This is an optimization exercise on Yosys and OpenROAD, whose aim is small area, a short achievable clock period and few clock cycles, not a production implementation.
RTL that was checked went through simulation tests only; none was proved equivalent to the original.
Only the layout flow was run in run 1; the RTL was not checked for function there.

==> flow/design.v (outline; a module is shown in full before it is edited, if it fits) <==
// module lms_top: 1975 lines
module lms_top (
	input logic clk_operation,
	input logic rst,
	input logic sample_strobe,
	input logic signed [15:0] sample,
	input logic signed [15:0] desired,
	input logic signed [15:0] mu,
	input logic start,
	output logic ready,
	output logic [31:0] result,
	output logic [255:0] coefs
);
  // ...
==> flow/flow/run.sh <==
#!/bin/bash
# The standard layout, with two changes to how it is made:
# - ORFS's repair_timing aims at a larger setup margin, so that it shortens the real critical
#   paths (the 20 ns clock alone leaves it nothing to repair);
# - the port buffers that global placement adds to every input and output are buf_1 cells
#   (repair may size them up) instead of the default choice, clkdlybuf4s50_1.
set -euo pipefail
bash standard.sh SETUP_SLACK_MARGIN=14 "BUFFER_PORTS_ARGS=-buffer_cell sky130_fd_sc_hd__buf_1" finish > make_finish.log 2>&1 || { tail -40 make_finish.log; exit 1; }
==> flow/standard.sh <==
#!/bin/bash
# synth_recipe.tcl (not shown) runs the flow's synth.tcl, then flattens the netlist and writes it again
# the make line also repeats each setting of config.mk as NAME=value (left out here)
make -C /OpenROAD-flow-scripts/flow DESIGN_CONFIG=/design/flow/config.mk WORK_HOME=/design/flow/orfs CLKGATE_MAP_FILE= SYNTH_SCRIPT=/design/flow/synth_recipe.tcl "${@:-finish}"
==> flow/config.mk <==
export PLATFORM = sky130hd
export DESIGN_NAME = lms_top
export DESIGN_NICKNAME = lms_top
export VERILOG_FILES = /design/flow/design.v
export SDC_FILE = /design/flow/constraint.sdc
export NUM_CORES = 4
export LEC_CHECK = 0
export CAP_MARGIN = 20
export CORE_MARGIN = 2
export CORE_UTILIZATION = 55
export SLEW_MARGIN = 20
==> flow/constraint.sdc <==
create_clock -name core_clock -period 20.0 [get_ports {clk_operation}]
set_input_delay 4.0000 -clock core_clock [delete_from_list [all_inputs] [get_ports {clk_operation}]]
set_output_delay 4.0000 -clock core_clock [all_outputs]
set_load 0.01 [all_outputs]
==> impl.org, run 1 <==
** Outcome
- Outcome :: no timing/DRC/antenna violations

** Logic synthesis
- Multiplexer cells account for 0.393% of the synthesized area.
- Summing the areas of all compound-gate instances in the mapped netlist gives 17.8% of the synthesized area.
- In this run, synthesis inferred 624 flip-flops with an integrated enable.

** Hold path
- The tightest min-delay check is of the reg -> reg type.
- The path with the worst hold slack has its endpoint at s_E.

** Timing
- Worst hold slack :: 0.436 ns
- In this run the tightest slew margin relative to its limit is 14.3%.
- The clock period could shrink to 6.53 ns.
- Hold Fails Final Rpt :: 0
- The worst path meets setup with 13.47 ns of slack.
- Setup repair after global routing could not meet its margin everywhere.
- Transition time at the pin with the least slew margin :: 1.28 ns

** Global routing
- The first global-routing pass estimated 406000 µm of wire.
- GR Util met1 :: 56.3%
- Global routing consumed, on the met2 layer, 66.2% of the routing resources.
- Global routing used 17.5% of the available met3 tracks.

** Layout
- In the final layout, the multi-input gates occupy 44900 µm².
- Post-route cell area :: 82900 µm²
- Share of final layout cell area taken by non-clock buffers :: 8.80%
- Most used cells in the layout excluding fill and tap cells :: sky130_fd_sc_hd__edfxtp_1, sky130_fd_sc_hd__inv_1, sky130_fd_sc_hd__fa_1, sky130_fd_sc_hd__a22oi_1, sky130_fd_sc_hd__buf_4
- Proportion of cell area spent on the clock network :: 3.73%
- The filler cells instantiated in the layout total 9087.
- Final cell count without fillers :: 8506
- Fraction of area in multi-input gates :: 54.2%
- Number of combinational gates with multiple inputs :: 4235
- Number of clock-tree buffers in the layout :: 111

** Clock tree
- Number of clock sinks :: 814
- TritonCTS clock tree :: yes

** Setup path
- In this run the register-to-register setup slack is 13.47 ns.
- The critical path in this run is classified as reg -> reg.

** Floorplan
- Die Span Y :: 354 µm
- The die covers 125000 µm².
- Die Width :: 354 µm
- The flow inserted 1625 tap cells.

** Placement
- Detailed placement ended at an HPWL of 212000 µm.
- The congestion estimate from routability-driven global placement came to 1.08.

** Detailed routing
- The count of nets left with antenna violations once routing finished came out at 0.
- For this run, design rule violations remaining after detail routing come to 0.
==> run 2: changes to the inputs <==
--- a/flow/design.v
+++ b/flow/design.v
@@ -1778,18 +1778,18 @@
 	logic [16:0] diff;
 	always_comb begin
 		if (acc[35:27] == '0 || acc[35:27] == '1) pred_c = acc[27:12];
 		else pred_c = acc[35] ? 16'h8000 : 16'h7fff;
 		diff = {dh[15], dh} - {pred_c[15], pred_c};
 		if (diff[16] == diff[15]) err_c = diff[15:0];
 		else err_c = diff[16] ? 16'h8000 : 16'h7fff;
 	end
-	wire acc_zero = !rst || s_E || s_IN || s_FW || ((s_I1 || s_I2) && (sample_strobe != (start && fill[4])));
-	wire acc_hold = s_M || s_U0 || s_U1 || s_U2 || s_U3 || (s_I2 && !(sample_strobe != (start && fill[4])));
+	wire acc_zero = s_E || s_IN || s_FW;  
+	wire acc_hold = s_I2 || s_M || s_U0 || s_U1 || s_U2 || s_U3;
 	always_ff @(posedge clk_operation) begin
 		if (acc_zero) begin
 			acc_s <= '0;
 			acc_c <= '0;
 		end else if (!acc_hold) begin
 			acc_s <= xs;
 			acc_c <= xc;
 		end
==> run 2 against run 1 <==
Net effect: flip-flop and latch count stayed put; register-to-register slack worse by 0.13 ns; synthesized cell count is 2.0% lower; highest routed layer unchanged; clock skew is 0.0027 ns lower; core utilization is 0.79 points lower; still clean; synthesized area is 1.5% lower; critical path depth is 4 lower; fmax is 1.9% lower.
==> impl.org, run 2 <==
** Layout
- Final cell count without fillers :: 8278 (was 8506)
- Leading cell type in the layout, fill and taps excluded :: sky130_fd_sc_hd__edfxtp_1 (unchanged)
- Registers with the most flip-flops :: coefs: 256 flops, win: 256 flops (unchanged)
- Most used cells in the layout excluding fill and tap cells: sky130_fd_sc_hd__edfxtp_1, sky130_fd_sc_hd__fa_1, sky130_fd_sc_hd__inv_1, sky130_fd_sc_hd__a22oi_1, sky130_fd_sc_hd__nand2_1 (was sky130_fd_sc_hd__edfxtp_1, sky130_fd_sc_hd__inv_1, sky130_fd_sc_hd__fa_1, sky130_fd_sc_hd__a22oi_1, sky130_fd_sc_hd__buf_4).
- Layout cell share with drive strength beyond 1 :: 22.2% (was 23.4%)
- P&R area growth vs syn :: 21.8% (was 23.3%)
- # nets final :: 7628 (was 7836)

** Hold path
- Class of the worst hold path :: reg -> reg (unchanged)
- The critical hold path startpoint was s_J3 (unchanged).

** Logic synthesis
- Cell types occupying the most area after synthesis: sky130_fd_sc_hd__edfxtp_1, sky130_fd_sc_hd__fa_1, sky130_fd_sc_hd__a22oi_1 (unchanged).
- Synth area leader :: sky130_fd_sc_hd__edfxtp_1 (unchanged)
- Area fraction of the dominant cell type after synthesis :: 28.3% (was 27.9%)
- Post-synth EDFFs :: 624 (unchanged)
- Number of warnings reported in the yosys synthesis log :: 1 (unchanged)
- Mapped Nets :: 7144 (was 7271)
- The leading cell type by number of instances after synthesis is sky130_fd_sc_hd__fa_1 (was sky130_fd_sc_hd__inv_1).
- Leading post-synthesis cells by instance count :: sky130_fd_sc_hd__fa_1, sky130_fd_sc_hd__inv_1, sky130_fd_sc_hd__edfxtp_1 (was sky130_fd_sc_hd__inv_1, sky130_fd_sc_hd__fa_1, sky130_fd_sc_hd__edfxtp_1)
- The flip-flop and latch count after synthesis was 814 (unchanged).
- The mean area per synthesized cell is 10.9 µm² (was 10.8 µm²).
- The netlist area before placement is 66200 µm² (was 67200 µm²).
- Number of standard cells after synthesis :: 6088 (was 6215)
- Netlist cell types :: 88 (was 83)
- The leading register cell type out of synthesis was sky130_fd_sc_hd__edfxtp_1 (unchanged).
- Register area share after synthesis :: 34.1% (was 33.5%)
- Async S/R FF share, synth :: 0% (unchanged)

** Floorplan
- Initial core utilization :: 55.3% (about the same)
- The overall die area was 123000 µm² (was 125000 µm²).
- Placement Rows :: 127 (was 128)
- Core outline area :: 120000 µm² (was 122000 µm²)
- The floorplan die width came to 351 µm (was 354 µm).
- Die Span Y :: 351 µm (was 354 µm)
- Ports placed on the boundary :: 341 (unchanged)

** Timing
- The maximum frequency from static timing analysis came to 0.150 GHz (was 0.153 GHz).
- The setup violation total in the final timing report was 0 (unchanged).
- RSZ-0062 raised after global routing :: true (unchanged)
- The final worst-path cycle share came to 33.3% (was 32.6%).
- Hold Fails Final Rpt :: 0 (unchanged)
- The final count of pins violating max slew came to 0 (unchanged).
- Worst slew margin relative to its limit :: 16.4% (was 14.3%)
- Setup TNS Final :: 0 ns (unchanged)
- Transition time at the pin with the least slew margin :: 1.25 ns (was 1.28 ns)
- Period minus WS final :: 6.66 ns (was 6.53 ns)
- Worst clock skew :: 0.0373 ns (was 0.0400 ns)

** Clock tree
- The maximum clock path buffer count came to 3 (unchanged).
- The CTS sink count came to 814 (unchanged).
- TritonCTS clock tree :: yes (unchanged)
- The clock latency on the worst-skew pair is 0.73 ns (about the same).
- The number of buffers inserted by hold repair at cts was 0 (unchanged).
- The H-tree depth reported by CTS was 3 (unchanged).
- TritonCTS Buffers :: 90 (was 88)
- The clock root buffer was sky130_fd_sc_hd__clkbuf_16 (unchanged).
- The clock-pin slew on the worst setup and hold paths was 0.07 ns (about the same).

** Detailed routing
- Post-Route WL :: 275000 µm (was 294000 µm)
- Final antenna-violating net count :: 0 (unchanged)
- The post-detailed-route via-to-cell ratio was 6.67 (was 6.73).
- First-pass iteration count of the detailed router :: 10 (was 8)
- The violation count after the first detailed-route iteration came to 8696 (was 8522).
- WL/cell :: 33.2 µm (was 34.6 µm)
- The number of vias in the routed layout came to 55200 (was 57300).
- Remaining routing DRC violations :: 0 (unchanged)

** Placement
- The total of buffers placed on input and output ports was 340 (unchanged).
- Half-perimeter wire length of the detailed placement result :: 201000 µm (was 212000 µm)
- The number of instances in the placed design came to 7719 (was 7818).
- Final weighted congestion of routability-driven global placement :: 1.04 (was 1.08)

** Global routing
- Number of antenna violations at the first check in global routing :: 17 (was 28)
- Total routing resource utilization after global routing :: 44.1% (was 45.6%)
- Wire length of the first global-routing pass :: 385000 µm (was 406000 µm)
- The number of global-route vias before repair is 53500 (was 55800).
- The leftover overflow at the end of global routing came to 0 (unchanged).
- Maximum number of pins on one net before global-route repair :: 91 (was 110)

** Job
- The max-cap check violation count came to 0 (unchanged).

** Setup path
- The launch point of the worst reg-to-reg path was acc_c[14] (was ltwo0[1]).
- Critical Path Source :: acc_c[14] (was ltwo0[1])
- Worst EP required :: 20.48 ns (was 20.47 ns)
- The kind of start point of the critical path was a flop (unchanged).
- Maximum fanout count along the critical path :: 7 (unchanged)
- Kind of critical path :: reg -> reg (unchanged)
- The critical path capture point type is a flop (unchanged).
- Arrival time worst endpoint :: 7.14 ns (was 7.00 ns)

** Outcome
- Outcome :: no timing/DRC/antenna violations (unchanged)
[run 2: cell count changes in the layout (fill, tap and decap cells not counted), sizes merged, moves of 19 or more]
cell / delta
a21o: +19
a21oi: +47
buf: -97
nand2: +27
o21a: -32
o22ai: -40
[run 2: cells by family after synthesis]
group | after synthesis | synth area share, %
AO/OA/AOI/OAI | 1571 | 17.3
buffers and inverters | 1137 | 6.51
adder cells (fa/ha/maj) | 1004 | 26.9
AND/OR/NAND/NOR | 840 | 5.71
flip-flops | 814 | 34.1
XOR/XNOR | 713 | 9.44
multiplexers | 9 | 0.144
[run 2: final timing paths]
check	endpoint	slack, ns	cells after the start
worst max-delay path	ltwo0[7]	13.34	23
worst min-delay path	s_E	0.43	1
worst max register to register	ltwo0[7]	13.34	23
worst min register to register	s_E	0.43	1
[run 2: worst max-delay path, cell delays in order, from the launching register on]
cell and delay, ns:
sky130_fd_sc_hd__dfxtp_2 0.45, sky130_fd_sc_hd__ha_1 0.27, sky130_fd_sc_hd__ha_1 0.40, sky130_fd_sc_hd__nand2_1 0.15, sky130_fd_sc_hd__o21ai_0 0.24, sky130_fd_sc_hd__a31oi_1 0.17, sky130_fd_sc_hd__a211o_1 0.38, sky130_fd_sc_hd__a21oi_2 0.21
sky130_fd_sc_hd__a21boi_2 0.11, sky130_fd_sc_hd__mux2i_1 0.13, sky130_fd_sc_hd__or3_4 0.40, sky130_fd_sc_hd__o31a_4 0.45, sky130_fd_sc_hd__a21oi_4 0.24, sky130_fd_sc_hd__ha_1 0.28, sky130_fd_sc_hd__nor2b_4 0.13, sky130_fd_sc_hd__o31a_1 0.32
sky130_fd_sc_hd__a211oi_4 0.40, sky130_fd_sc_hd__nor3_4 0.10, sky130_fd_sc_hd__mux2_4 0.36, sky130_fd_sc_hd__and2_4 0.23, sky130_fd_sc_hd__nand2_1 0.16, sky130_fd_sc_hd__nand4_1 0.31, sky130_fd_sc_hd__and3_4 0.30, sky130_fd_sc_hd__o31a_1 0.23
[run 2: per-stage QoR]
step	hold WS (ns)	cell area, µm²	util [%]	setup slack, ns
2_1_floorplan	0.412	66700	-	13.23
3_3_place_gp	0.421	69100	57.8	11.82
6_report	0.433	80600	67.4	13.34
4_1_cts	0.433	78300	65.4	13.58
3_5_place_dp	0.419	69100	57.8	11.92
5_1_grt	0.455	80600	67.4	13.20
[run 2: area by class of cell]
type | instances | area, µm²
multi-input cells | 4143 | 44100
flip-flops and latches | 814 | 22700
diodes | 17 | 42.5
well taps | 1612 | 2020
clock inverters | 47 | 548
fillers | 9251 | 39000
inverters | 686 | 2610
clock buffers | 122 | 2470
repair inverters | 1 | 5.00
repair buffers | 836 | 6090
[run 2: metal layers]
| layer | track usage, % | vias up | routed length [µm] |
|---|---|---|---|
| li1 | - | 22500 | - |
| met1 | 57.4 | 27400 | 98200 |
| met2 | 62.1 | 4321 | 115000 |
| met3 | 14.8 | 960 | 38300 |
| met4 | 29.6 | 14 | 22600 |
| met5 | 1.41 | - | 361 |
[run 2: what timing repair did]
action	4_1_cts	5_1_grt
resized for setup	754	389
pin swaps	170	200
gates cloned	10	2
endpoints found under the setup margin	473	448
buffers inserted	285	76
Testbench counts of run 2, summed over its fixed seeds: cycles 24,016.
==> run 3: changes to the inputs <==
--- a/flow/config.mk
+++ b/flow/config.mk
@@ -9,3 +9,3 @@
 export CORE_MARGIN = 2
-export CORE_UTILIZATION = 55
+export CORE_UTILIZATION = 60
 export SLEW_MARGIN = 20
==> run 3 against run 2 <==
Net effect: still clean; critical path depth increased by 2; register-to-register slack better by 0.09 ns; synthesized area is the same; synthesized cell count unchanged; fmax rose by 1.4%; core utilization grew 7.6 points; non-clock buffer count rose by 76; worst hold slack got worse by 0.012 ns; via count is 2.3% higher; die area is 8.2% lower; highest routed layer unchanged.
==> impl.org, run 3 <==
** Hold path
- The critical hold path startpoint is win[133] (was s_J3).
- The worst hold path class is reg -> reg (unchanged).
- The number of cells traversed by the worst hold path was 0 (was 1).
- The worst hold path endpoint was win[149] (was s_E).

** Global routing
- The maximum number of pins on one net before global-route repair was 91 (unchanged).
- Number of antenna violations at the first check in global routing :: 12 (was 17)
- The total routing usage reported by global routing was 47.6% (was 44.1%).
- Wire length of the first global-routing pass :: 385000 µm (about the same)
- Congestion Overflow GR :: 0 (unchanged)
- Number of global-route vias before repair :: 54900 (was 53500)

** Detailed routing
- WL/cell :: 33.1 µm (was 33.2 µm)
- The DRC violation count after routing is 0 (unchanged).
- Vias :: 56500 (was 55200)
- Via density per instance :: 6.88 (was 6.67)
- Final antenna-violating net count :: 0 (unchanged)
- Post-Route WL :: 272000 µm (was 275000 µm)
- First-pass iteration count of the detailed router :: 14 (was 10)
- The violation count after the first detailed-route iteration was 9201 (was 8696).

** Logic synthesis
- Async S/R FF share, synth :: 0% (unchanged)
- Synth area leader :: sky130_fd_sc_hd__edfxtp_1 (unchanged)
- Area fraction of the dominant cell type after synthesis :: 28.3% (unchanged)
- Cell types occupying the most area after synthesis :: sky130_fd_sc_hd__edfxtp_1, sky130_fd_sc_hd__fa_1, sky130_fd_sc_hd__a22oi_1 (unchanged)
- The leading register cell type out of synthesis is sky130_fd_sc_hd__edfxtp_1 (unchanged).
- The netlist area before placement was 66200 µm² (unchanged).
- Number of standard cells after synthesis :: 6088 (unchanged)
- The part of the Yosys area used for sequential elements came to 34.1% (unchanged).
- Number of warnings reported in the yosys synthesis log :: 1 (unchanged)
- The mean area per synthesized cell came to 10.9 µm² (unchanged).
- Leading post-synthesis cells by instance count :: sky130_fd_sc_hd__fa_1, sky130_fd_sc_hd__inv_1, sky130_fd_sc_hd__edfxtp_1 (unchanged)
- Netlist cell types :: 88 (unchanged)
- Post-synth EDFFs :: 624 (unchanged)
- The flip-flop and latch count after synthesis is 814 (unchanged).
- Most frequent cell after synthesis :: sky130_fd_sc_hd__fa_1 (unchanged)
- The synthesized netlist net count is 7144 (unchanged).

** Timing
- Total count of max-transition violations in the final report :: 0 (unchanged)
- Hold Fails Final Rpt :: 0 (unchanged)
- Part of the cycle the worst path needs :: 32.8% (was 33.3%)
- The worst relative slew slack came to 17.5% (was 16.4%).
- RSZ-0062 raised after global routing: true (unchanged).
- Transition time at the pin with the least slew margin :: 1.23 ns (was 1.25 ns)
- Period minus WS final :: 6.57 ns (was 6.66 ns)
- FMAX :: 0.152 GHz (was 0.150 GHz)
- # setup viols final :: 0 (unchanged)
- The sum of negative setup slack came to 0 ns (unchanged).
- Worst hold slack :: 0.421 ns (was 0.433 ns)
- The clock skew after layout is 0.0712 ns (was 0.0373 ns).

** Setup path
- Setup crit end kind :: flop (unchanged)
- The endpoint required time on the critical path was 20.50 ns (was 20.48 ns).
- Cell family with the largest share of critical-path delay :: adder cells (was compound AO/OA/AOI/OAI gates)
- The arrival time of data at the critical path endpoint came to 7.07 ns (was 7.14 ns).
- Maximum fanout count along the critical path :: 6 (was 7)
- Worst reg-to-reg path cell count :: 25 (was 23)
- The launch point of the worst reg-to-reg path was lone0[0] (was acc_c[14]).
- The critical-path cell with the highest stage delay is sky130_fd_sc_hd__fa_2 (was sky130_fd_sc_hd__dfxtp_2).
- The worst setup slack for register-to-register paths came to 13.43 ns (was 13.34 ns).
- Delay of the slowest critical-path stage :: 0.62 ns (was 0.45 ns)
- CP dominant cell by count :: sky130_fd_sc_hd__buf_4 (was sky130_fd_sc_hd__ha_1)
- Kind of critical path :: reg -> reg (unchanged)
- The kind of start point of the critical path is a flop (unchanged).
- The worst reg2reg path endpoint is ltwo0[5] (was ltwo0[7]).
- Number of buffers and inverters on the critical path :: 7 (was 0)

** Floorplan
- The height of the chip came to 336 µm (was 351 µm).
- The top-level port count came to 341 (unchanged).
- Die Width :: 336 µm (was 351 µm)
- The initial standard-cell utilization of the core came to 60.6% (was 55.3%).
- DIE AREA :: 113000 µm² (was 123000 µm²)
- Core outline area :: 109000 µm² (was 120000 µm²)
- The number of placement rows came to 121 (was 127).

** Layout
- Registers with the most flip-flops :: coefs: 256 flops, win: 256 flops (unchanged)
- Most used cells in the layout excluding fill and tap cells: sky130_fd_sc_hd__edfxtp_1, sky130_fd_sc_hd__fa_1, sky130_fd_sc_hd__inv_1, sky130_fd_sc_hd__a22oi_1, sky130_fd_sc_hd__buf_4 (was sky130_fd_sc_hd__edfxtp_1, sky130_fd_sc_hd__fa_1, sky130_fd_sc_hd__inv_1, sky130_fd_sc_hd__a22oi_1, sky130_fd_sc_hd__nand2_1).
- Leading cell type in the layout, fill and taps excluded :: sky130_fd_sc_hd__edfxtp_1 (unchanged)
- # nets final :: 7705 (was 7628)
- Layout cell share with drive strength beyond 1 :: 23.9% (was 22.2%)
- P&R area growth vs syn :: 23.6% (was 21.8%)

** Outcome
- Outcome :: no timing/DRC/antenna violations (unchanged)

** Clock tree
- Clock transition time at the flip-flop clock pins of the worst setup and hold paths :: 0.06 ns (was 0.07 ns)
- The clock latency on the worst-skew pair was 0.74 ns (was 0.73 ns).
- Maximum buffer depth of the clock tree :: 3 (unchanged)
- The CTS tree is yes (unchanged).
- TritonCTS Buffers :: 89 (was 90)
- Clock Tree Root :: sky130_fd_sc_hd__clkbuf_16 (unchanged)
- The number of buffers inserted by hold repair at cts is 0 (unchanged).
- Number of H-tree levels :: 3 (unchanged)
- The CTS sink count came to 814 (unchanged).

** Placement
- The total of buffers placed on input and output ports is 340 (unchanged).
- Half-perimeter wire length of the detailed placement result :: 193000 µm (was 201000 µm)
- Final weighted congestion of routability-driven global placement :: 1.06 (was 1.04)

** Job
- Max-capacitance violation count :: 0 (unchanged)
## run 3: final cells by class
class,instances,area [µm²]
antenna,13,32.5
clock buffer,114,2460
clock inverter,53,676
fill,7450,27300
inverter,686,2610
multi-input combinational,4146,44700
sequential,814,22700
tap,1476,1850
timing repair buffer,912,6800
## run 3: repair_timing
action                     4_1_cts  5_1_grt
setup endpoints to repair      455      418
resized for setup              911      329
pin swaps                      222      205
buffers inserted               376       77
cloned                          14        2
## run 3: worst max path at each step
stage	slack [ns]	cells after the start	endpoint	startpoint
global placement	11.89	29	ltwo0[1]	acc_c[20]
CTS	13.59	25	ltwo0[4]	acc_s[8]
global route	13.31	25	ltwo0[5]	lone0[0]
detailed placement	12.02	29	ltwo0[1]	acc_c[20]
finish	13.43	25	ltwo0[5]	lone0[0]
floorplan	13.23	5	fill[3]	sample_strobe
## run 3: layer usage
| metal | GRT usage (%) | up-vias | wire, µm |
|---|---|---|---|
| met3 | 19.0 | 1082 | 43200 |
| met4 | 32.5 | 10 | 23300 |
| met2 | 65.7 | 4757 | 112000 |
| met5 | 0 | - | 71 |
| met1 | 61.5 | 28000 | 93200 |
| li1 | - | 22600 | - |
## run 3: logic make-up after synthesis
family,share of synthesized area (%)
AO/OA/AOI/OAI,17.3
buffers and inverters,6.51
adder cells (fa/ha/maj),26.9
AND/OR/NAND/NOR,5.71
flip-flops,34.1
XOR/XNOR,9.44
multiplexers,0.144
## run 3: metrics by stage
stage | util (%) | cells | setup slack, ns | instance area (µm²)
6_report | 74.9 | 8214 | 13.43 | 81800
5_1_grt | 74.9 | 8207 | 13.31 | 81800
4_1_cts | 72.9 | 8122 | 13.59 | 79600
3_5_place_dp | 63.0 | 7565 | 12.02 | 68800
3_3_place_gp | 63.0 | 7564 | 11.89 | 68800
2_1_floorplan | - | 6088 | 13.23 | 66700
==> run 4: changes to the inputs <==
--- a/flow/flow/run.sh
+++ b/flow/flow/run.sh
@@ -7,2 +7,2 @@
 set -euo pipefail
-bash standard.sh SETUP_SLACK_MARGIN=14 "BUFFER_PORTS_ARGS=-buffer_cell sky130_fd_sc_hd__buf_1" finish > make_finish.log 2>&1 || { tail -40 make_finish.log; exit 1; }
+bash standard.sh SETUP_SLACK_MARGIN=13.5 "BUFFER_PORTS_ARGS=-buffer_cell sky130_fd_sc_hd__buf_1" finish > make_finish.log 2>&1 || { tail -40 make_finish.log; exit 1; }
--- a/flow/config.mk
+++ b/flow/config.mk
@@ -9,3 +9,3 @@
 export CORE_MARGIN = 2
-export CORE_UTILIZATION = 60
+export CORE_UTILIZATION = 55
 export SLEW_MARGIN = 20
==> run 4 against run 3 <==
Net effect: worst hold slack gained 0.0030 ns; still clean; die area increased by 9.0%; largest cell class unchanged; highest routed layer unchanged; critical path depth grew 1; cell count barely moved; cell area down 4.2%; via count is 3.3% lower; non-clock buffer count shrank 142; synthesized area unchanged.
==> impl.org, run 4 <==
** Floorplan
- The floorplan die width is 351 µm (was 336 µm).
- Placement Rows :: 127 (was 121)
- The standard cell core area was 120000 µm² (was 109000 µm²).
- Ports placed on the boundary :: 341 (unchanged)
- The overall die area is 123000 µm² (was 113000 µm²).
- Die Span Y :: 351 µm (was 336 µm)
- Initial core utilization :: 55.3% (was 60.6%)

** Clock tree
- Number of clock sinks :: 814 (unchanged)
- The CTS tree is yes (unchanged).
- Maximum buffer depth of the clock tree :: 3 (unchanged)
- Hold bufs inserted after CTS :: 0 (unchanged)
- The clock root buffer is sky130_fd_sc_hd__clkbuf_16 (unchanged).
- TritonCTS Buffers :: 94 (was 89)
- The clock-pin slew on the worst setup and hold paths was 0.06 ns (about the same).
- The H-tree depth reported by CTS was 3 (unchanged).
- Clock latency at the later pin of the worst-skew pair :: 0.78 ns (was 0.74 ns)

** Detailed routing
- Top metal layer carrying routed signals :: met5 (unchanged)
- The number of detailed-route iterations in the first pass came to 10 (was 14).
- Vias :: 54600 (was 56500)
- Via density per instance :: 6.65 (was 6.88)
- The overall routed net length came to 272000 µm (about the same).
- The met3 layer wire length in the routed design came to 38900 µm (was 43200 µm).
- Final antenna-violating net count :: 0 (unchanged)
- Remaining routing DRC violations :: 0 (unchanged)
- The violation count after the first detailed-route iteration was 8736 (was 9201).
- The wire length on met1 came to 98100 µm (was 93200 µm).
- The routed wire length per instance was 33.1 µm (about the same).
- The length of routed met2 wiring came to 113000 µm (was 112000 µm).

** Layout
- Final cell count without fillers :: 8218 (was 8214)
- The net count reported at finish came to 7563 (was 7705).
- Leading cell type in the layout, fill and taps excluded :: sky130_fd_sc_hd__fa_1 (was sky130_fd_sc_hd__edfxtp_1)
- The final core utilization is 65.5% (was 74.9%).
- P&R area growth vs syn :: 18.5% (was 23.6%)
- Registers with the most flip-flops: coefs: 256 flops, win: 256 flops (unchanged).
- Layout cell share with drive strength beyond 1 :: 17.4% (was 23.9%)
- The post-route cell area was 78400 µm² (was 81800 µm²).
- Most used cells in the layout excluding fill and tap cells: sky130_fd_sc_hd__fa_1, sky130_fd_sc_hd__inv_1, sky130_fd_sc_hd__edfxtp_1, sky130_fd_sc_hd__a22oi_1, sky130_fd_sc_hd__nand2_1 (was sky130_fd_sc_hd__edfxtp_1, sky130_fd_sc_hd__fa_1, sky130_fd_sc_hd__inv_1, sky130_fd_sc_hd__a22oi_1, sky130_fd_sc_hd__buf_4).
- The fill cell total of the finished layout came to 9472 (was 7450).

** Placement
- Post-detailed-placement cell area :: 68800 µm² (about the same)
- Inst Count DP :: 7720 (was 7565)
- Final weighted congestion of routability-driven global placement :: 1.02 (was 1.06)
- PortBufs :: 340 (unchanged)
- The detailed placement HPWL is 204000 µm (was 193000 µm).

** Logic synthesis
- The cell type contributing the most total cell area after synthesis is sky130_fd_sc_hd__edfxtp_1 (unchanged).
- Post-synth EDFFs :: 624 (unchanged)
- Number of warnings reported in the yosys synthesis log :: 1 (unchanged)
- Area of the mapped netlist :: 66200 µm² (unchanged)
- The mean area per synthesized cell is 10.9 µm² (unchanged).
- Cell types occupying the most area after synthesis :: sky130_fd_sc_hd__edfxtp_1, sky130_fd_sc_hd__fa_1, sky130_fd_sc_hd__a22oi_1 (unchanged)
- Number of standard cells after synthesis :: 6088 (unchanged)
- The number of library cell types mapped by synthesis was 88 (unchanged).
- The leading register cell type out of synthesis was sky130_fd_sc_hd__edfxtp_1 (unchanged).
- Leading post-synthesis cells by instance count :: sky130_fd_sc_hd__fa_1, sky130_fd_sc_hd__inv_1, sky130_fd_sc_hd__edfxtp_1 (unchanged)
- Post-synthesis register bit count :: 814 (unchanged)
- The leading cell type by number of instances after synthesis is sky130_fd_sc_hd__fa_1 (unchanged).
- The share of the synthesized area in the top cell type came to 28.3% (unchanged).
- Mapped Nets :: 7144 (unchanged)
- Register area share after synthesis :: 34.1% (unchanged)
- The fraction of registers with async set/reset came to 0% (unchanged).

** Setup path
- Worst reg-to-reg path cell count :: 26 (was 25)
- Setup crit end kind :: flop (unchanged)
- Cell family with the largest share of critical-path delay :: compound AO/OA/AOI/OAI gates (was adder cells)
- The arrival time of data at the critical path endpoint came to 7.24 ns (was 7.07 ns).
- CP dominant cell by count :: sky130_fd_sc_hd__ha_4 (was sky130_fd_sc_hd__buf_4)
- The kind of critical path was reg -> reg (unchanged).
- The worst reg2reg path endpoint is ltwo0[1] (was ltwo0[5]).
- Type of origin of the critical path :: flop (unchanged)
- Worst EP required :: 20.55 ns (was 20.50 ns)
- The worst setup slack for register-to-register paths was 13.32 ns (was 13.43 ns).
- Critical-path cell with the highest stage delay :: sky130_fd_sc_hd__a311o_1 (was sky130_fd_sc_hd__fa_2)
- The number of buffer and inverter instances along the worst setup path is 2 (was 7).
- Delay of the slowest critical-path stage :: 0.46 ns (was 0.62 ns)
- The launch point of the worst reg-to-reg path is acc_c[5] (was lone0[0]).
- Cell depth of the worst setup path :: 26 (was 25)
- The maximum fanout encountered on the critical timing path came to 7 (was 6).

** Job
- Max-capacitance violation count :: 0 (unchanged)

** Hold path
- The worst hold path endpoint is win[220] (was win[149]).
- The worst hold path class was reg -> reg (unchanged).
- Worst hold path depth :: 0 (unchanged)
- Source of the worst hold timing path :: win[204] (was win[133])

** Timing
- RSZ-0062 raised after global routing :: true (unchanged)
- Part of the cycle the worst path needs :: 33.4% (was 32.8%)
- The clock skew after layout is 0.0719 ns (was 0.0712 ns).
- The setup violation total in the final timing report was 0 (unchanged).
- The final-report hold violation count came to 0 (unchanged).
- The minimum period implied by the final worst setup slack was 6.68 ns (was 6.57 ns).
- Total count of max-transition violations in the final report :: 0 (unchanged)
- Transition time at the pin with the least slew margin :: 1.29 ns (was 1.23 ns)
- Setup TNS Final :: 0 ns (unchanged)
- FMAX :: 0.150 GHz (was 0.152 GHz)
- The worst relative slew slack is 13.6% (was 17.5%).

** Global routing
- The leftover overflow at the end of global routing was 0 (unchanged).
- The maximum number of pins on one net before global-route repair was 86 (was 91).
- The number of global-route vias before repair was 52100 (was 54900).
- The global-route wire length before repair came to 379000 µm (was 385000 µm).
- The total routing usage reported by global routing came to 43.4% (was 47.6%).
- Number of antenna violations at the first check in global routing :: 20 (was 12)

** Outcome
- Outcome :: no timing/DRC/antenna violations (unchanged)
[run 4: cell types whose count changed in the layout (fill, tap and decap cells not counted), sizes merged, moves of 3 or more]
cell      previous run  this run
clkbuf             115       133
buf                907       765
clkinv              37        34
clkinvlp            11         6
bufbuf               4         0
diode               13        20
[run 4: cell type report]
class / count / area (µm²) / share of cell area, %
Sequential cell: 814 / 22700 / 28.9
Clock inverter: 47 / 639 / 0.815
Antenna cell: 20 / 50.0 / 0.0638
Multi-Input combinational cell: 4141 / 42500 / 54.3
Tap cell: 1612 / 2020 / 2.57
Inverter: 686 / 2610 / 3.32
Timing Repair Buffer: 770 / 5290 / 6.75
Clock buffer: 128 / 2570 / 3.28
[run 4: cells by family (layout without fill, tap and decap cells)]
family,count (synthesis),after routing,share of synthesized area [%]
AO/OA/AOI/OAI,1571,1572,17.3
XOR/XNOR,713,713,9.44
adder cells (fa/ha/maj),1004,1004,26.9
buffers and inverters,1137,1631,6.51
flip-flops,814,814,34.1
multiplexers,9,9,0.144
other,0,20,0
AND/OR/NAND/NOR,840,843,5.71
[run 4: metal layers]
layer / global-route usage [%] / vias to the layer above
met2: 59.6 / 4196
li1: - / 22400
met5: 0 / -
met1: 57.0 / 27200
met3: 15.9 / 889
met4: 29.7 / 14
[run 4: worst max-delay path by stage]
stage / to / start
2_1_floorplan: fill[3] / sample_strobe
3_3_place_gp: ltwo0[4] / acc_c[9]
4_1_cts: coefs[14] / s_U3
5_1_grt: ltwo0[1] / acc_s[3]
6_report: ltwo0[1] / acc_c[5]
3_5_place_dp: ltwo3[7] / lneg0[7]
[run 4: repair_timing]
| action | 4_1_cts | 5_1_grt |
|---|---|---|
| resized for setup | 315 | 464 |
| buffers inserted | 203 | 90 |
| pin swaps | 35 | 169 |
| endpoints found under the setup margin | 378 | 335 |
| gates cloned | 0 | 8 |
[run 4: through the flow]
step	hold WS (ns)	worst slack [ns]
global route	0.442	13.21
CTS	0.407	13.44
floorplan	0.412	13.23
global placement	0.415	11.88
finish	0.424	13.32
detailed placement	0.421	11.89
==> run 5: changes to the inputs <==
--- a/flow/flow/run.sh
+++ b/flow/flow/run.sh
@@ -7,2 +7,2 @@
 set -euo pipefail
-bash standard.sh SETUP_SLACK_MARGIN=13.5 "BUFFER_PORTS_ARGS=-buffer_cell sky130_fd_sc_hd__buf_1" finish > make_finish.log 2>&1 || { tail -40 make_finish.log; exit 1; }
+bash standard.sh SETUP_SLACK_MARGIN=14.5 "BUFFER_PORTS_ARGS=-buffer_cell sky130_fd_sc_hd__buf_1" finish > make_finish.log 2>&1 || { tail -40 make_finish.log; exit 1; }
==> run 5 against run 4 <==
Net effect: sequential share of layout area down 1.2 points; flip-flop and latch count unchanged; cell area is 4.6% higher; count of clock-buffer cells in the layout increased by 7; clock skew grew 0.015 ns; core utilization increased by 3.0 points; critical path type unchanged.
==> impl.org, run 5 <==
** Clock tree
- The clock-pin slew on the worst setup and hold paths is 0.06 ns (about the same).
- TritonCTS clock tree :: yes (unchanged)
- Number of H-tree levels :: 3 (unchanged)
- The number of buffers created by CTS came to 91 (was 94).
- Maximum buffer depth of the clock tree :: 3 (unchanged)
- The number of buffers inserted by hold repair at cts was 0 (unchanged).
- Number of clock sinks :: 814 (unchanged)
- Clock Tree Root :: sky130_fd_sc_hd__clkbuf_16 (unchanged)
- Clock latency at the later pin of the worst-skew pair :: 0.75 ns (was 0.78 ns)

** Hold path
- The worst hold path class is reg -> reg (unchanged).
- Source of the worst hold timing path :: win[103] (was win[204])
- Endpoint of the worst hold-timing path :: win[119] (was win[220])
- The number of cells traversed by the worst hold path is 0 (unchanged).

** Logic synthesis
- The cell type contributing the most total cell area after synthesis was sky130_fd_sc_hd__edfxtp_1 (unchanged).
- Mapped Nets :: 7144 (unchanged)
- The synthesized instance count was 6088 (unchanged).
- The part of the Yosys area used for sequential elements was 34.1% (unchanged).
- Cell types occupying the most area after synthesis: sky130_fd_sc_hd__edfxtp_1, sky130_fd_sc_hd__fa_1, sky130_fd_sc_hd__a22oi_1 (unchanged).
- Leading post-synthesis cells by instance count: sky130_fd_sc_hd__fa_1, sky130_fd_sc_hd__inv_1, sky130_fd_sc_hd__edfxtp_1 (unchanged).
- Most frequent cell after synthesis :: sky130_fd_sc_hd__fa_1 (unchanged)
- Post-synthesis register bit count :: 814 (unchanged)
- Area fraction of the dominant cell type after synthesis :: 28.3% (unchanged)
- The fraction of registers with async set/reset was 0% (unchanged).
- Post-synth EDFFs :: 624 (unchanged)
- Synth Flop Type :: sky130_fd_sc_hd__edfxtp_1 (unchanged)
- The mean area per synthesized cell is 10.9 µm² (unchanged).
- Number of warnings reported in the yosys synthesis log :: 1 (unchanged)
- Area of the mapped netlist :: 66200 µm² (unchanged)
- The number of library cell types mapped by synthesis was 88 (unchanged).

** Layout
- Registers with the most flip-flops: coefs: 256 flops, win: 256 flops (unchanged).
- The multi-input logic area is 44300 µm² (was 42500 µm²).
- # nets final :: 7688 (was 7563)
- The fraction of final layout cells sized beyond drive strength 1 is 24.0% (was 17.4%).
- P&R area growth vs syn :: 23.9% (was 18.5%)
- Final core utilization :: 68.5% (was 65.5%)
- Count of fill cells added during filler insertion :: 9015 (was 9472)
- The most frequent standard cell in the layout excluding fill and tap cells is sky130_fd_sc_hd__edfxtp_1 (was sky130_fd_sc_hd__fa_1).
- Most used cells in the layout excluding fill and tap cells: sky130_fd_sc_hd__edfxtp_1, sky130_fd_sc_hd__inv_1, sky130_fd_sc_hd__fa_1, sky130_fd_sc_hd__a22oi_1, sky130_fd_sc_hd__buf_4 (was sky130_fd_sc_hd__fa_1, sky130_fd_sc_hd__inv_1, sky130_fd_sc_hd__edfxtp_1, sky130_fd_sc_hd__a22oi_1, sky130_fd_sc_hd__nand2_1).
- Seq. cell area :: 22700 µm² (about the same)
- The post-route cell area came to 82000 µm² (was 78400 µm²).

** Placement
- The post-placement worst setup slack was 12.08 ns (was 11.89 ns).
- The total of buffers placed on input and output ports came to 340 (unchanged).
- Final weighted congestion of routability-driven global placement :: 1.04 (was 1.02)
- Post-detailed-placement cell area :: 70000 µm² (was 68800 µm²)
- The detailed placement HPWL is 209000 µm (was 204000 µm).

** Timing
- The final-report hold violation count is 0 (unchanged).
- The setup slack after layout is 13.40 ns (was 13.32 ns).
- The worst relative slew slack came to 19.3% (was 13.6%).
- RSZ-0062 raised after global routing :: true (unchanged)
- The final worst-path cycle share is 33.0% (was 33.4%).
- # setup viols final :: 0 (unchanged)
- The minimum period implied by the final worst setup slack is 6.60 ns (was 6.68 ns).
- The sum of negative setup slack was 0 ns (unchanged).
- Total count of max-transition violations in the final report :: 0 (unchanged)
- FMAX :: 0.152 GHz (was 0.150 GHz)
- Worst clock skew :: 0.0871 ns (was 0.0719 ns)
- The transition time of the tightest slew-check pin is 1.21 ns (was 1.29 ns).

** Detailed routing
- Vias :: 56000 (was 54600)
- First-pass iteration count of the detailed router :: 13 (was 10)
- The post-detailed-route via-to-cell ratio is 6.73 (was 6.65).
- The routed wire length per instance was 34.4 µm (was 33.1 µm).
- First DRT Iteration DRCs :: 9292 (was 8736)
- The remaining antenna violation count came to 0 (unchanged).
- The DRC violation count after routing came to 0 (unchanged).
- The overall routed net length came to 287000 µm (was 272000 µm).

** Setup path
- Critical-path cell with the highest stage delay :: sky130_fd_sc_hd__dfxtp_4 (was sky130_fd_sc_hd__a311o_1)
- Kind of critical path :: reg -> reg (unchanged)
- The endpoint required time on the critical path came to 20.39 ns (was 20.55 ns).
- The peak per-stage delay on the critical path was 0.40 ns (was 0.46 ns).
- The number of cells traversed by the worst register-to-register path was 28 (was 26).
- Worst reg2reg path endpoint :: ltwo0[3] (was ltwo0[1])
- Type of origin of the critical path :: flop (unchanged)
- Cell family with the largest share of critical-path delay :: compound AO/OA/AOI/OAI gates (unchanged)
- The number of buffer and inverter instances along the worst setup path is 5 (was 2).
- Maximum fanout count along the critical path :: 6 (was 7)
- Launching point of the worst reg2reg path :: acc_c[8] (was acc_c[5])
- The critical path capture point type was a flop (unchanged).
- The worst setup slack for register-to-register paths is 13.40 ns (was 13.32 ns).
- The most repeated library cell on the critical path is sky130_fd_sc_hd__buf_6 (was sky130_fd_sc_hd__ha_4).
- Arrival time worst endpoint :: 6.98 ns (was 7.24 ns)

** Global routing
- Number of antenna violations at the first check in global routing :: 19 (was 20)
- Maximum number of pins on one net before global-route repair :: 94 (was 86)
- Congestion Overflow GR :: 0 (unchanged)
- Wire length of the first global-routing pass :: 401000 µm (was 379000 µm)
- The total routing usage reported by global routing came to 46.3% (was 43.4%).
- The number of global-route vias before repair came to 54700 (was 52100).

** Floorplan
- The floorplan die width is 351 µm (unchanged).
- Placement Rows :: 127 (unchanged)
- The top-level port count came to 341 (unchanged).
- The initial standard-cell utilization of the core was 55.3% (unchanged).
- The standard cell core area came to 120000 µm² (unchanged).
- The height of the chip was 351 µm (unchanged).
- DIE AREA :: 123000 µm² (unchanged)

** Outcome
- Outcome :: no timing/DRC/antenna violations (unchanged)

** Job
- The max-cap check violation count is 0 (unchanged).
-- run 5: kinds of logic (layout without fill, tap and decap cells) --
group | Yosys count | in the layout | synth area share (%)
adder cells (fa/ha/maj) | 1004 | 1004 | 26.9
multiplexers | 9 | 9 | 0.144
AO/OA/AOI/OAI | 1571 | 1573 | 17.3
AND/OR/NAND/NOR | 840 | 844 | 5.71
other | 0 | 6 | 0
buffers and inverters | 1137 | 1754 | 6.51
flip-flops | 814 | 814 | 34.1
XOR/XNOR | 713 | 713 | 9.44
-- run 5: worst max path at each step --
| stage | start | endpoint | slack [ns] | cells past startpoint |
|---|---|---|---|---|
| 2_1_floorplan | sample_strobe | fill[3] | 13.23 | 5 |
| 3_3_place_gp | la0[13] | lone0[5] | 12.21 | 21 |
| 3_5_place_dp | lone0[0] | lone0[5] | 12.08 | 21 |
| 4_1_cts | acc_c[10] | ltwo0[4] | 13.62 | 25 |
| 5_1_grt | s_U0 | ltwo1[7] | 13.37 | 22 |
| 6_report | acc_c[8] | ltwo0[3] | 13.40 | 28 |
-- run 5: layout make-up --
| class | count | share of cell area, % |
|---|---|---|
| clock inverter | 37 | 0.653 |
| timing repair buffer | 896 | 8.58 |
| tap | 1612 | 2.46 |
| inverter | 686 | 3.22 |
| sequential | 814 | 27.7 |
| antenna | 6 | 0.0183 |
| clock buffer | 135 | 3.28 |
| multi-input combinational | 4143 | 54.1 |
-- run 5: routing by layer --
layer	vias to the layer above	global-route usage [%]	share of wire [%]
li1	22600	-	-
met4	16	31.9	8.5
met2	4586	63.6	41
met3	1010	17.3	15
met1	27800	60.5	36
met5	-	0	0.040
-- run 5: timing repair --
action | in CTS | in global routing
pin swaps | 241 | 216
hold endpoints to repair | 0 | 0
cloned | 15 | 1
gates resized for setup | 778 | 266
buffers inserted | 364 | 61
setup endpoints to repair | 474 | 476
-- run 5: metrics by stage --
stage / std cells / hold slack (ns)
after global placement: 7706 / 0.417
after CTS: 8261 / 0.403
after detailed placement: 7710 / 0.419
after global routing: 8323 / 0.414
final: 8329 / 0.411
after floorplan: 6088 / 0.412
==> run 6: changes to the inputs <==
--- a/flow/flow/run.sh
+++ b/flow/flow/run.sh
@@ -7,2 +7,2 @@
 set -euo pipefail
-bash standard.sh SETUP_SLACK_MARGIN=14.5 "BUFFER_PORTS_ARGS=-buffer_cell sky130_fd_sc_hd__buf_1" finish > make_finish.log 2>&1 || { tail -40 make_finish.log; exit 1; }
+bash standard.sh SETUP_SLACK_MARGIN=13.0 "BUFFER_PORTS_ARGS=-buffer_cell sky130_fd_sc_hd__buf_1" finish > make_finish.log 2>&1 || { tail -40 make_finish.log; exit 1; }
==> run 6 against run 5 <==
Net effect: flip-flop and latch count did not move; critical path depth fell by 7; sequential share of layout area rose by 2.7 points; setup slack got worse by 0.34 ns; clock skew fell by 0.013 ns; critical endpoint is now coefs[7]; cell count fell by 3.4%; synthesized cell count did not move.
==> impl.org, run 6 <==
** Outcome
- Outcome :: no timing/DRC/antenna violations (unchanged)

** Timing
- Setup TNS Final :: 0 ns (unchanged)
- The final worst-path cycle share was 34.7% (was 33.0%).
- The maximum frequency from static timing analysis was 0.144 GHz (was 0.152 GHz).
- The transition time of the tightest slew-check pin is 1.39 ns (was 1.21 ns).
- The minimum period implied by the final worst setup slack came to 6.94 ns (was 6.60 ns).
- The worst relative slew slack was 6.65% (was 19.3%).
- # setup viols final :: 0 (unchanged)
- The final-report hold violation count was 0 (unchanged).
- RSZ-0062 raised after global routing: true (unchanged).
- The hold slack was 0.433 ns (was 0.411 ns).
- The final count of pins violating max slew came to 0 (unchanged).
- Worst clock skew :: 0.0736 ns (was 0.0871 ns)

** Detailed routing
- Remaining routing DRC violations :: 0 (unchanged)
- The remaining antenna violation count was 0 (unchanged).
- Vias :: 52900 (was 56000)
- The violation count after the first detailed-route iteration was 7955 (was 9292).
- WL/cell :: 32.4 µm (was 34.4 µm)
- The post-detailed-route via-to-cell ratio is 6.57 (was 6.73).
- The number of detailed-route iterations in the first pass is 10 (was 13).
- The overall routed net length came to 260000 µm (was 287000 µm).

** Floorplan
- Die Span Y :: 351 µm (unchanged)
- The top-level port count came to 341 (unchanged).
- Die Width :: 351 µm (unchanged)
- The initial standard-cell utilization of the core is 55.3% (unchanged).
- The standard cell core area is 120000 µm² (unchanged).
- Placement Rows :: 127 (unchanged)
- The overall die area is 123000 µm² (unchanged).

** Setup path
- Maximum fanout count along the critical path :: 16 (was 6)
- The launch point of the worst reg-to-reg path was la0[13] (was acc_c[8]).
- Setup crit end kind :: flop (unchanged)
- Critical-path cell list :: buf_4 > a22oi_1 > xnor2_1 > fa_1 > inv_1 > fa_1 > fa_1 > fa_1 > fa_1 > inv_1 > ha_1 > a21o_1 > a21o_1 > a21oi_1 > o21a_1 > nand2_2 > a31oi_1 > xor2_1 > or4_4 > a21o_1 > a21oi_1
- The endpoint required time on the critical path is 20.48 ns (was 20.39 ns).
- The critical-path cell with the highest stage delay was sky130_fd_sc_hd__or4_4 (was sky130_fd_sc_hd__dfxtp_4).
- The arrival time of data at the critical path endpoint came to 7.42 ns (was 6.98 ns).
- Cell family with the largest share of critical-path delay :: adder cells (was compound AO/OA/AOI/OAI gates)
- Worst reg-to-reg path cell count :: 21 (was 28)
- Type of origin of the critical path :: flop (unchanged)
- Kind of critical path :: reg -> reg (unchanged)
- R2R Setup Slk :: 13.06 ns (was 13.40 ns)
- The most repeated library cell on the critical path was sky130_fd_sc_hd__fa_1 (was sky130_fd_sc_hd__buf_6).
- Worst reg2reg path endpoint :: coefs[7] (was ltwo0[3])
- The number of buffer and inverter instances along the worst setup path came to 3 (was 5).
- The peak per-stage delay on the critical path is 0.58 ns (was 0.40 ns).

** Global routing
- Total routing resource utilization after global routing :: 41.9% (was 46.3%)
- Number of antenna violations at the first check in global routing :: 21 (was 19)
- The number of global-route vias before repair came to 50700 (was 54700).
- The leftover overflow at the end of global routing was 0 (unchanged).
- Wire length of the first global-routing pass :: 367000 µm (was 401000 µm)
- The maximum number of pins on one net before global-route repair was 85 (was 94).

** Logic synthesis
- The netlist area before placement is 66200 µm² (unchanged).
- The leading cell type by number of instances after synthesis is sky130_fd_sc_hd__fa_1 (unchanged).
- The count of flip-flops with a built-in enable after synthesis came to 624 (unchanged).
- The share of the synthesized area in the top cell type was 28.3% (unchanged).
- The number of library cell types mapped by synthesis came to 88 (unchanged).
- The cell type contributing the most total cell area after synthesis is sky130_fd_sc_hd__edfxtp_1 (unchanged).
- The part of the Yosys area used for sequential elements was 34.1% (unchanged).
- The number of warnings printed during yosys synthesis was 1 (unchanged).
- The leading register cell type out of synthesis is sky130_fd_sc_hd__edfxtp_1 (unchanged).
- The mean area per synthesized cell is 10.9 µm² (unchanged).
- The synthesized netlist net count is 7144 (unchanged).
- Leading post-synthesis cells by instance count :: sky130_fd_sc_hd__fa_1, sky130_fd_sc_hd__inv_1, sky130_fd_sc_hd__edfxtp_1 (unchanged)
- The synthesized instance count is 6088 (unchanged).
- The fraction of registers with async set/reset is 0% (unchanged).
- Cell types occupying the most area after synthesis :: sky130_fd_sc_hd__edfxtp_1, sky130_fd_sc_hd__fa_1, sky130_fd_sc_hd__a22oi_1 (unchanged)
- The flip-flop and latch count after synthesis was 814 (unchanged).

** Layout
- # nets final :: 7378 (was 7688)
- The most frequent standard cell in the layout excluding fill and tap cells is sky130_fd_sc_hd__fa_1 (was sky130_fd_sc_hd__edfxtp_1).
- Most used cells in the layout excluding fill and tap cells: sky130_fd_sc_hd__fa_1, sky130_fd_sc_hd__inv_1, sky130_fd_sc_hd__edfxtp_1, sky130_fd_sc_hd__a22oi_1, sky130_fd_sc_hd__nand2_1 (was sky130_fd_sc_hd__edfxtp_1, sky130_fd_sc_hd__inv_1, sky130_fd_sc_hd__fa_1, sky130_fd_sc_hd__a22oi_1, sky130_fd_sc_hd__buf_4).
- Count of fill cells added during filler insertion :: 9933 (was 9015)
- P&R area growth vs syn :: 12.5% (was 23.9%)
- The fraction of final layout cells sized beyond drive strength 1 was 10.3% (was 24.0%).
- Registers with the most flip-flops: coefs: 256 flops, win: 256 flops (unchanged).

** Clock tree
- The CTS tree is yes (unchanged).
- The CTS sink count is 814 (unchanged).
- The clock latency on the worst-skew pair is 0.75 ns (about the same).
- Hold bufs inserted after CTS :: 0 (unchanged)
- TritonCTS Buffers :: 89 (was 91)
- The H-tree depth reported by CTS was 3 (unchanged).
- Clock transition time at the flip-flop clock pins of the worst setup and hold paths :: 0.07 ns (was 0.06 ns)
- The clock root buffer is sky130_fd_sc_hd__clkbuf_16 (unchanged).
- Maximum buffer depth of the clock tree :: 3 (unchanged)

** Placement
- PortBufs :: 340 (unchanged)
- The detailed placement HPWL came to 201000 µm (was 209000 µm).
- Final weighted congestion of routability-driven global placement :: 1.06 (was 1.04)

** Hold path
- Endpoint of the worst hold-timing path :: s_E (was win[119])
- Worst hold path depth :: 1 (was 0)
- Class of the worst hold path :: reg -> reg (unchanged)
- Source of the worst hold timing path :: s_J3 (was win[103])

** Job
- The max-cap check violation count is 0 (unchanged).
==> run 6: cell type report <==
cell class                 count  area, µm²  share of cell area (%)
antenna                       31       77.6                   0.104
clock buffer                 109       2360                    3.18
clock inverter                59        826                    1.11
inverter                     686       2590                    3.48
multi-input combinational   4138      40400                    54.2
sequential                   814      22600                    30.4
tap                         1612       2020                    2.71
timing repair buffer         593       3580                    4.80
==> run 6: worst max path at each step <==
stage	start	to	cells after the start
finish	la0[13]	coefs[7]	21
global route	lone0[1]	coefs[39]	20
global placement	acc_c[9]	lneg0[0]	25
floorplan	kb	lneg1[6]	21
detailed placement	acc_c[9]	ltwo0[1]	27
CTS	s_U2	coefs[238]	21
==> run 6: timing repair <==
item                                   CTS  global route
gates resized for setup                115           168
endpoints found under the hold margin    0             0
setup endpoints to repair              356           333
pin swaps                                9            16
gates cloned                             0             1
buffers inserted                        66            66
==> run 6: through the flow <==
stage	cells	util (%)	area [µm²]	worst slack, ns
3_5_place_dp	7705	57.4	68700	11.53
3_3_place_gp	7705	57.4	68700	11.63
6_report	8042	62.2	74400	13.06
4_1_cts	7939	60.9	72900	12.95
2_1_floorplan	6088	-	66200	13.11
5_1_grt	8038	62.2	74400	12.93
==> run 6: cell families after synthesis <==
kind of cell               synth area share, %
xor gates and xnor gates                  9.44
buffers and inverters                     6.51
and+or+nand+nor                           5.71
DFF                                       34.1
muxes                                    0.144
adders and majority gates                 26.9
AOI/OAI and AO/OA                         17.3
==> run 6: layer usage <==
metal  up-vias  routed length, µm  global-route usage (%)
li1      22000                  -                       -
met1     26500              98100                    56.8
met2      3709             108000                    57.8
met3       682              34400                    13.4
met4        14              19800                    26.6
met5         -                 86                       0
==> run 7: changes to the inputs <==
--- a/flow/flow/run.sh
+++ b/flow/flow/run.sh
@@ -7,2 +7,2 @@
 set -euo pipefail
-bash standard.sh SETUP_SLACK_MARGIN=13.0 "BUFFER_PORTS_ARGS=-buffer_cell sky130_fd_sc_hd__buf_1" finish > make_finish.log 2>&1 || { tail -40 make_finish.log; exit 1; }
+bash standard.sh SETUP_SLACK_MARGIN=12.5 "BUFFER_PORTS_ARGS=-buffer_cell sky130_fd_sc_hd__buf_1" finish > make_finish.log 2>&1 || { tail -40 make_finish.log; exit 1; }
==> run 7 against run 6 <==
Net effect: first-iteration DRC count increased by 3.6%; global-route usage is 0.14 points lower; flip-flop and latch count is the same; clock skew down 0.0035 ns; still clean; cell area is 1.8% lower; synthesized area did not move; worst hold slack worse by 0.0022 ns; fmax is 7.6% lower; sequential share of layout area rose by 0.50 points; critical endpoint is now coefs[135].
==> impl.org, run 7 <==
** Logic synthesis
- The flip-flop and latch count after synthesis is 814 (unchanged).
- Area of the mapped netlist :: 66200 µm² (unchanged)
- The fraction of registers with async set/reset came to 0% (unchanged).
- The share of the synthesized area in the top cell type was 28.3% (unchanged).
- The part of the Yosys area used for sequential elements was 34.1% (unchanged).
- The leading register cell type out of synthesis is sky130_fd_sc_hd__edfxtp_1 (unchanged).
- Number of standard cells after synthesis :: 6088 (unchanged)
- The number of library cell types mapped by synthesis came to 88 (unchanged).
- Cell types occupying the most area after synthesis: sky130_fd_sc_hd__edfxtp_1, sky130_fd_sc_hd__fa_1, sky130_fd_sc_hd__a22oi_1 (unchanged).
- Number of warnings reported in the yosys synthesis log :: 1 (unchanged)
- Most frequent cell after synthesis :: sky130_fd_sc_hd__fa_1 (unchanged)
- The mean area per synthesized cell is 10.9 µm² (unchanged).
- The cell type contributing the most total cell area after synthesis was sky130_fd_sc_hd__edfxtp_1 (unchanged).
- Mapped Nets :: 7144 (unchanged)
- Post-synth EDFFs :: 624 (unchanged)
- Leading post-synthesis cells by instance count :: sky130_fd_sc_hd__fa_1, sky130_fd_sc_hd__inv_1, sky130_fd_sc_hd__edfxtp_1 (unchanged)

** Setup path
- Critical-path cell list :: buf_4 > buf_4 > a221oi_1 > fa_1 > fa_1 > fa_1 > inv_1 > ha_1 > a21oi_1 > nand3_1 > nand4_1 > nand2_1 > o311ai_1 > o211ai_1 > a31oi_1 > xor2_1 > o41a_1 > a21oi_2 (was buf_4 > a22oi_1 > xnor2_1 > fa_1 > inv_1 > fa_1 > fa_1 > fa_1 > fa_1 > inv_1 > ha_1 > a21o_1 > a21o_1 > a21oi_1 > o21a_1 > nand2_2 > a31oi_1 > xor2_1 > or4_4 > a21o_1 > a21oi_1)
- The peak per-stage delay on the critical path is 0.98 ns (was 0.58 ns).
- The critical-path cell with the highest stage delay is sky130_fd_sc_hd__a221oi_1 (was sky130_fd_sc_hd__or4_4).
- Maximum fanout count along the critical path :: 31 (was 16)
- Setup crit end kind :: flop (unchanged)
- The most repeated library cell on the critical path is sky130_fd_sc_hd__fa_1 (unchanged).
- The kind of critical path is reg -> reg (unchanged).
- The arrival time of data at the critical path endpoint came to 7.97 ns (was 7.42 ns).
- The endpoint required time on the critical path was 20.46 ns (was 20.48 ns).
- Type of origin of the critical path :: flop (unchanged)

** Timing
- Hold Fails Final Rpt :: 0 (unchanged)
- The sum of negative setup slack came to 0 ns (unchanged).
- The worst relative slew slack came to 19.9% (was 6.65%).
- The transition time of the tightest slew-check pin came to 1.19 ns (was 1.39 ns).
- Period minus WS final :: 7.52 ns (was 6.94 ns)
- Final WS setup :: 12.49 ns (was 13.06 ns)
- The clock skew after layout is 0.0700 ns (was 0.0736 ns).
- # setup viols final :: 0 (unchanged)
- Part of the cycle the worst path needs :: 37.6% (was 34.7%)
- The hold slack was 0.431 ns (was 0.433 ns).
- The maximum frequency from static timing analysis came to 0.133 GHz (was 0.144 GHz).
- RSZ-0062 raised after global routing :: true (unchanged)
- Total count of max-transition violations in the final report :: 0 (unchanged)

** Detailed routing
- Post-Route WL :: 259000 µm (was 260000 µm)
- First DRT Iteration DRCs :: 8238 (was 7955)
- Vias :: 52600 (was 52900)
- The post-detailed-route via-to-cell ratio was 6.58 (was 6.57).
- The DRC violation count after routing is 0 (unchanged).
- WL/cell :: 32.4 µm (about the same)
- First-pass iteration count of the detailed router :: 13 (was 10)
- Final antenna-violating net count :: 0 (unchanged)

** Clock tree
- Hold bufs inserted after CTS :: 0 (unchanged)
- The clock root buffer was sky130_fd_sc_hd__clkbuf_16 (unchanged).
- The maximum clock path buffer count came to 3 (unchanged).
- Clock latency at the later pin of the worst-skew pair :: 0.75 ns (about the same)
- Number of H-tree levels :: 3 (unchanged)
- The clock-pin slew on the worst setup and hold paths came to 0.06 ns (was 0.07 ns).
- TritonCTS Buffers :: 89 (unchanged)
- The CTS sink count is 814 (unchanged).
- TritonCTS clock tree :: yes (unchanged)

** Placement
- The post-placement worst setup slack came to 11.53 ns (unchanged).
- The number of instances in the placed design came to 7705 (unchanged).
- Final weighted congestion of routability-driven global placement :: 1.06 (unchanged)
- Half-perimeter wire length of the detailed placement result :: 201000 µm (unchanged)
- The total of buffers placed on input and output ports was 340 (unchanged).

** Floorplan
- The number of placement rows came to 127 (unchanged).
- The floorplan die width was 351 µm (unchanged).
- The initial standard-cell utilization of the core is 55.3% (unchanged).
- The standard cell core area was 120000 µm² (unchanged).
- Ports placed on the boundary :: 341 (unchanged)
- The overall die area was 123000 µm² (unchanged).
- The height of the chip is 351 µm (unchanged).

** Hold path
- The worst hold path class is reg -> reg (unchanged).

** Global routing
- The number of global-route vias before repair is 50500 (was 50700).
- Congestion Overflow GR :: 0 (unchanged)
- Total routing resource utilization after global routing :: 41.8% (was 41.9%)
- Wire length of the first global-routing pass :: 366000 µm (was 367000 µm)
- Maximum number of pins on one net before global-route repair :: 85 (unchanged)
- Number of antenna violations at the first check in global routing :: 25 (was 21)

** Layout
- Final cell count without fillers :: 7984 (was 8042)
- P&R area growth vs syn :: 10.4% (was 12.5%)
- Most used cells in the layout excluding fill and tap cells: sky130_fd_sc_hd__fa_1, sky130_fd_sc_hd__inv_1, sky130_fd_sc_hd__edfxtp_1, sky130_fd_sc_hd__a22oi_1, sky130_fd_sc_hd__nand2_1 (unchanged).
- Layout cell share with drive strength beyond 1 :: 7.64% (was 10.3%)
- The net count reported at finish came to 7327 (was 7378).
- The most frequent standard cell in the layout excluding fill and tap cells is sky130_fd_sc_hd__fa_1 (unchanged).
- Registers with the most flip-flops: coefs: 256 flops, win: 256 flops (unchanged).

** Outcome
- Outcome :: no timing/DRC/antenna violations (unchanged)

** Job
- The max-cap check violation count is 0 (unchanged).
==> run 7: cell count changes in the layout (fill, tap and decap cells not counted), sizes merged <==
cell | before | now
diode | 31 | 24
or2 | 17 | 16
inv | 687 | 686
clkbuf | 113 | 114
buf | 589 | 538
clkinvlp | 4 | 5
==> run 7: cell families (layout without fill, tap and decap cells) <==
group	Yosys count	in the layout	share of synthesized area (%)
AOI/OAI and AO/OA	1571	1571	17.3
buffers and inverters	1137	1397	6.51
adders and majority gates	1004	1004	26.9
and+or+nand+nor	840	840	5.71
DFF	814	814	34.1
xor gates and xnor gates	713	713	9.44
muxes	9	9	0.144
other	0	24	0
==> run 7: through the flow <==
step           instance area (µm²)  utilization [%]
2_1_floorplan                66200                -
3_3_place_gp                 68700             57.4
3_5_place_dp                 68700             57.4
4_1_cts                      72100             60.3
5_1_grt                      73000             61.0
6_report                     73100             61.1
==> run 7: worst max-delay path: cells and delay by family, from the launching register on <==
kind	cells	cell delay, ns
adders and majority gates	4	1.69
DFF	1	0.43
AOI/OAI and AO/OA	7	3.87
buffers and inverters	3	0.71
and+or+nand+nor	3	0.36
xor gates and xnor gates	1	0.12
==> run 7: layout make-up <==
class                      instances  area [µm²]
timing repair buffer             543        2920
multi-input combinational       4137       39700
antenna                           24        60.1
fill                           10000       46600
clock buffer                     109        2360
clock inverter                    59         826
inverter                         686        2590
tap                             1612        2020
sequential                       814       22600
==> run 7: routing by layer <==
metal	track usage, %	part of all wire [%]	wire [µm]	up-vias
met1	56.4	38	97300	26300
met4	27.0	7.4	19200	10
met5	0	0.022	57	-
li1	-	-	-	21900
met3	14.0	13	34800	663
met2	57.3	42	107000	3756
==> run 7: repair_timing <==
action | CTS | global route
endpoints found under the setup margin | 222 | 304
pin swaps | 3 | 3
resized for setup | 24 | 69
buffers inserted | 22 | 59
==> run 7: path summary, 6_finish.rpt <==
check,start,endpoint,slack [ns],cells after the start
setup reg to reg,s_U2,coefs[135],12.49,18
hold / removal,s_J3,s_E,0.43,1
hold reg to reg,s_J3,s_E,0.43,1
setup / recovery,s_U2,coefs[135],12.49,18

## re-timing with driven ports
The results above use ideal ports. As a check the final layouts listed here were re-extracted and re-timed, cells and wires unchanged. Step 1 (the two cells are an assumption about what drives the block):
set clk [get_ports {clk_operation}]
set_driving_cell -lib_cell sky130_fd_sc_hd__clkbuf_16 $clk
set_driving_cell -lib_cell sky130_fd_sc_hd__buf_2 [delete_from_list [all_inputs] $clk]
Step 2 moves the port delays by t, midway between the first and last clock arrival at a register: inputs arrive t later, outputs are due t later. That takes back most of the time a late clock gives input paths. Three values: no drivers, after step 1, after step 2; two values: the first two.
run | t, ns | setup slack, ns | worst hold slack (ns) | worst register clock-pin slew, ns | worst slew at a driven data input, ns
run 1 | 0.796 | 13.471 / 13.471 / 13.359 | 0.436 / 0.436 / 0.436 | 0.07 / 0.07 | 0.04
run 2 | 0.800 | 13.342 / 13.342 / 13.267 | 0.433 / 0.433 / 0.433 | 0.07 / 0.07 | 0.07
run 3 | 0.786 | 13.434 / 13.434 / 13.434 | 0.421 / 0.421 / 0.421 | 0.07 / 0.07 | 0.07
run 4 | 0.832 | 13.317 / 13.317 / 12.932 | 0.424 / 0.424 / 0.424 | 0.07 / 0.07 | 0.05
run 5 | 0.792 | 13.404 / 13.404 / 13.404 | 0.411 / 0.411 / 0.411 | 0.07 / 0.07 | 0.07
run 6 | 0.794 | 13.060 / 13.060 / 12.982 | 0.433 / 0.433 / 0.433 | 0.07 / 0.07 | 0.07
run 7 | 0.798 | 12.485 / 12.485 / 12.485 | 0.431 / 0.431 / 0.431 | 0.07 / 0.07 | 0.07
After both steps every run listed still meets setup and hold. For run 4, which loses most, drivers alone change the setup slack by 0.000 ns; drivers and shift together by -0.385 ns.
